From an optimization exercise on the open Yosys and OpenROAD flow, aimed at small area, a short achievable clock period and few clock cycles per item; shortcuts taken in it are not production practice.
In this exercise RTL edits were held to simulation tests only and were not proved equivalent to the original.
Power is estimated from default activity; no workload was simulated.

// arcball_rotation_quaternion_unit
module arcball_rotation_quaternion_unit #(
  parameter int COORD_BITS = 12,
  parameter int FRAC_BITS  = 16
) (
  input  logic                   clk,
  input  logic                   rst,
  input  logic                   cfg_we,
  input  logic [CFG_INDEX_W-1:0] cfg_index,
  input  logic [CFG_DATA_W-1:0]  cfg_data,
  input  logic                   pointer_valid,
  output logic                   pointer_ready,
  input  logic                   pointer_action,
  input  logic [COORD_BITS-1:0]  pointer_x,
  input  logic [COORD_BITS-1:0]  pointer_y,
  output logic                   rotation_valid,
  input  logic                   rotation_ready,
  output logic [FRAC_BITS+1:0]   rot_x,
  output logic [FRAC_BITS+1:0]   rot_y,
  output logic [FRAC_BITS+1:0]   rot_z,
  output logic [FRAC_BITS+1:0]   rot_w
);
  localparam logic [17:0] ONE_O = 18'h10000;
  logic [17:0] scale_x, scale_y;
  logic [31:0] eps;
  logic        rq_v, rq_act;
  logic [11:0] rq_px, rq_py;
  logic [3:0]  cnt;
  logic        m_v, m_act, s_v, s_act, d_v, d_act, d_out, b_v, b_out;
  logic        eps_pend;
  logic [3:0]  ec;
  logic        ovalid;
  logic        bigf;
  logic        outside;
  logic        mx_s, my_s, mx_lt, my_lt, mx_gt, my_gt;
  logic [17:0] mx_m, my_m;
  logic        sx_s, sy_s;
  logic [17:0] sx_m, sy_m;
  logic [20:0] it_rem;
  logic [35:0] it_rad;
  logic [17:0] it_root;
  logic [20:0] nx_rem;
  logic [35:0] nx_rad;
  logic [17:0] nx_root;
  logic        d_xs, d_ys;
  logic [17:0] dxr, dxq, dyr, dyq, dden;
  logic [17:0] nx_dxr, nx_dxq, nx_dyr, nx_dyq;
  logic        ex_s, ey_s, ax_s, ay_s;
  logic [16:0] ex_m, ey_m, ez_m, ax_m, ay_m, az_m;
  logic [17:0] opa, opb;
  logic [2:0]  iop;
  logic        ineg;
  logic [35:0] ms, mc;
  logic [35:0] s_q, c_q;
  logic [2:0]  op_q;
  logic        neg_q;
  logic [35:0] acc;
  logic [17:0] ox, oy, oz, ow;
  logic go0, hold2, adv;
  logic short, last;       
  assign last = (cnt == 4'd12) | (short & (cnt == 4'd11));
  assign go0   = rq_v | s_v | d_v | b_v | eps_pend;
  ...
For scale: about 5,000 cells after synthesis, about 140 I/O pins, roughly 0.046 mm^2 of cells after synthesis.
export LEC_CHECK = 0
export CAP_MARGIN = 20
export CORE_MARGIN = 2
export CORE_UTILIZATION = 65
export SLEW_MARGIN = 20
create_clock -name core_clock -period 12.5 [get_ports {clk}]
standard.sh (not shown) runs the stock make flow with config.mk's settings and CLKGATE_MAP_FILE= SYNTH_SCRIPT=/design/flow/synth_recipe.tcl, a recipe that flattens the netlist after the stock synthesis.
==> flow/flow/run.sh <==
#!/bin/bash
set -euo pipefail
export SETUP_SLACK_MARGIN=7
bash standard.sh finish > run_standard.log 2>&1
Testbench counts at the start, summed over its fixed seeds: cycles 36,607, items 2,880.
Next try:
==> flow/flow/run.sh (replaced) <==
#!/bin/bash
set -euo pipefail
export SETUP_SLACK_MARGIN=6
bash standard.sh finish > run_standard.log 2>&1
Settings changed: CORE_UTILIZATION 65 to 40.
- routed wire length goes up by 2.4%
- cell area goes down by 0.96%
- synthesized area does not change
- worst setup slack loses 790 ps
- via count goes down by 3.5%
Next try:
==> flow/flow/run.sh (replaced) <==
#!/bin/bash
set -euo pipefail
export SETUP_SLACK_MARGIN=6.5
bash standard.sh finish > run_standard.log 2>&1
Settings changed: CORE_UTILIZATION 40 to 55.
Effect: Design area hardly moves; worst setup slack gets better by 530 ps; non-clock buffer count goes up by 22; power goes up by 0.79%.
Next try:
==> flow/flow/run.sh (replaced) <==
#!/bin/bash
set -euo pipefail
export SETUP_SLACK_MARGIN=7.5
bash standard.sh finish > run_standard.log 2>&1
Outcome: The new run completed with no timing, DRC or antenna violations; total power went up by a few percent; clock power went down by a few percent; die area is unchanged; fmax came out higher by a few percent.

========
== build 30 ==
arcball_rotation_quaternion_unit again, from the RTL that the note above started with.
==> flow/config.mk <==
export PLATFORM = sky130hd
export DESIGN_NAME = arcball_rotation_quaternion_unit
export DESIGN_NICKNAME = arcball_rotation_quaternion_unit
export VERILOG_FILES = /design/flow/design.v
export SDC_FILE = /design/flow/constraint.sdc
export NUM_CORES = 4
export LEC_CHECK = 0
export CAP_MARGIN = 20
export CORE_MARGIN = 2
export CORE_UTILIZATION = 55
export SLEW_MARGIN = 20
==> flow/constraint.sdc <==
create_clock -name core_clock -period 12.5 [get_ports {clk}]
set_input_delay 2.5000 -clock core_clock [delete_from_list [all_inputs] [get_ports {clk}]]
set_output_delay 2.5000 -clock core_clock [all_outputs]
set_load 0.01 [all_outputs]
==> flow/flow/run.sh <==
#!/bin/bash
set -euo pipefail
export SETUP_SLACK_MARGIN=7
bash standard.sh finish > run_standard.log 2>&1
Testbench counts of build 30, summed over its fixed seeds: cycles 36,607, items 2,880.
The following lists how build 33 was set up differently from build 30:
-- flow/flow/run.sh --
<<< build 30, line 3
export SETUP_SLACK_MARGIN=7
>>> build 33, line 3
export SETUP_SLACK_MARGIN=6.5
-- flow/config.mk --
<<< build 30, line 10
export CORE_UTILIZATION = 55
>>> build 33, line 10
export CORE_UTILIZATION = 65
Findings:
- Build 33: no failed stages, no open violations at the end
- In build 33, the final area came out 1300 sq um below the value in build 30.
- Build 33 has less setup slack than build 30.
- Build 33 ends up with higher largest stage delay on the critical path than build 30 does.
- Clock period minus worst slack deteriorates in build 33 relative to build 30.
- Sort build 33 and build 30 by detailed-routed wire length on met2, descending, and build 30 comes first.
Input changes introduced in build 22 (baseline for comparison: build 33):
-- flow/config.mk --
<<< build 33, line 10
export CORE_UTILIZATION = 65
>>> build 22, line 10
export CORE_UTILIZATION = 55
export CTS_BUF_LIST = sky130_fd_sc_hd__clkbuf_4 sky130_fd_sc_hd__clkbuf_8
export CTS_CLUSTER_SIZE = 16
[summary]
- Build 22 ends up with higher required time of the critical path than build 33 does.
- On switching part of the total power, build 33 tracks build 22 almost exactly.
- Relative to build 33, the delay of the slowest cell on the worst path of build 22 is lower by 0.45 ns.
- Relative to build 33, logic gate share of total power decreased by 0.5 points in build 22.
- Relative to build 33, the initial core utilization of build 22 is lower by 10 points.
- Cmp build 22 and build 33 / area of the die / lower: build 33
- Build 33 → build 22: routed wire length on met2 went up; met1 wire length went up.
The following lists how build 87 was set up differently from build 22:
-- flow/flow/run.sh --
<<< build 22, line 3
export SETUP_SLACK_MARGIN=6.5
>>> build 87, line 3
export SETUP_SLACK_MARGIN=7
-- flow/config.mk --
<<< build 22, line 10
export CORE_UTILIZATION = 55
export CTS_BUF_LIST = sky130_fd_sc_hd__clkbuf_4 sky130_fd_sc_hd__clkbuf_8
export CTS_CLUSTER_SIZE = 16
>>> build 87, line 10
export CORE_UTILIZATION = 60
==> comparison <==
- Build 87 vs build 22 — sum of met3 wire segment lengths after detailed routing climbed by more than 10%
- Diff build 22 -> build 87 | number of DRC markers in iteration 0 | up by more than 10%
- Changes observed in build 87 relative to build 22: worst setup slack now sits higher, wire length of the first global-routing pass went down about 1.5%.
- Compared with build 22, build 87 shows a higher combinational power.
- Comparing total of clock buffers placed in the layout for build 87 and build 22, the bigger number came from build 22.
- Summary of build 87 over build 22: post-route non-filler standard cell count dropped about 0.56%, relative slew slack rose by 0.44 points.
Input-level comparison between build 4 and build 87:
-- flow/config.mk --
<<< build 87, line 10
export CORE_UTILIZATION = 60
>>> build 4, line 10
export CORE_UTILIZATION = 55
export PLACE_DENSITY = 0.7
==> comparison <==
- The maximum clock frequency of build 4 is higher than that of build 87.
- Compared with build 87, build 4 shows count of fill cells added during filler insertion higher by 13%.
- Diff build 4 and build 87: routed wire length higher in build 87
- Core occupancy in the finished layout, build 4 and build 87, lower one = build 4.
- Changes observed in build 4 relative to build 87: total track usage saw a decrease, power consumption held.
- Changes observed in build 4 relative to build 87: combinational power shows a reduction of about 0.7%; clock buffer count from CTS increased 2.

[port drivers added, routing unchanged]
No port has a modelled driver above. Below, the same layouts with a new extraction and two added sets of constraints. Step 1 sets driving cells, clkbuf_16 on the clock port and buf_2 on the other inputs (assumed; they add their load-dependent delay and slew). Step 2 also shifts input and output timing later by t, the mid clock arrival at the registers, as if the neighbouring blocks saw the same clock. Slacks: no drivers / after step 1 / after step 2; pairs: no drivers / after step 1.
| run | shift t [ns] | setup slack, ns | worst data-port slew with drivers (ns) |
|---|---|---|---|
| the first run of note 1 | 0.693 | 6.900 / 6.900 / 6.870 | 0.06 |
| the second run of note 1 | 0.729 | 6.115 / 6.115 / 6.115 | 0.05 |
| the third run of note 1 | 0.715 | 6.650 / 6.650 / 6.650 | 0.06 |
| the fourth run of note 1 | 0.718 | 6.986 / 6.986 / 6.981 | 0.07 |
| build 30 | 0.722 | 7.046 / 7.046 / 6.767 | 0.05 |
| build 33 | 0.690 | 6.559 / 6.559 / 6.559 | 0.06 |
| build 22 | 0.811 | 6.621 / 6.621 / 6.621 | 0.06 |
| build 87 | 0.694 | 6.896 / 6.896 / 6.896 | 0.08 |
| build 4 | 0.692 | 6.985 / 6.985 / 6.890 | 0.06 |
After both steps setup and hold are still met in every run listed. For build 30, which loses most, drivers alone change the setup slack by 0.000 ns; drivers and shift together by -0.279 ns.
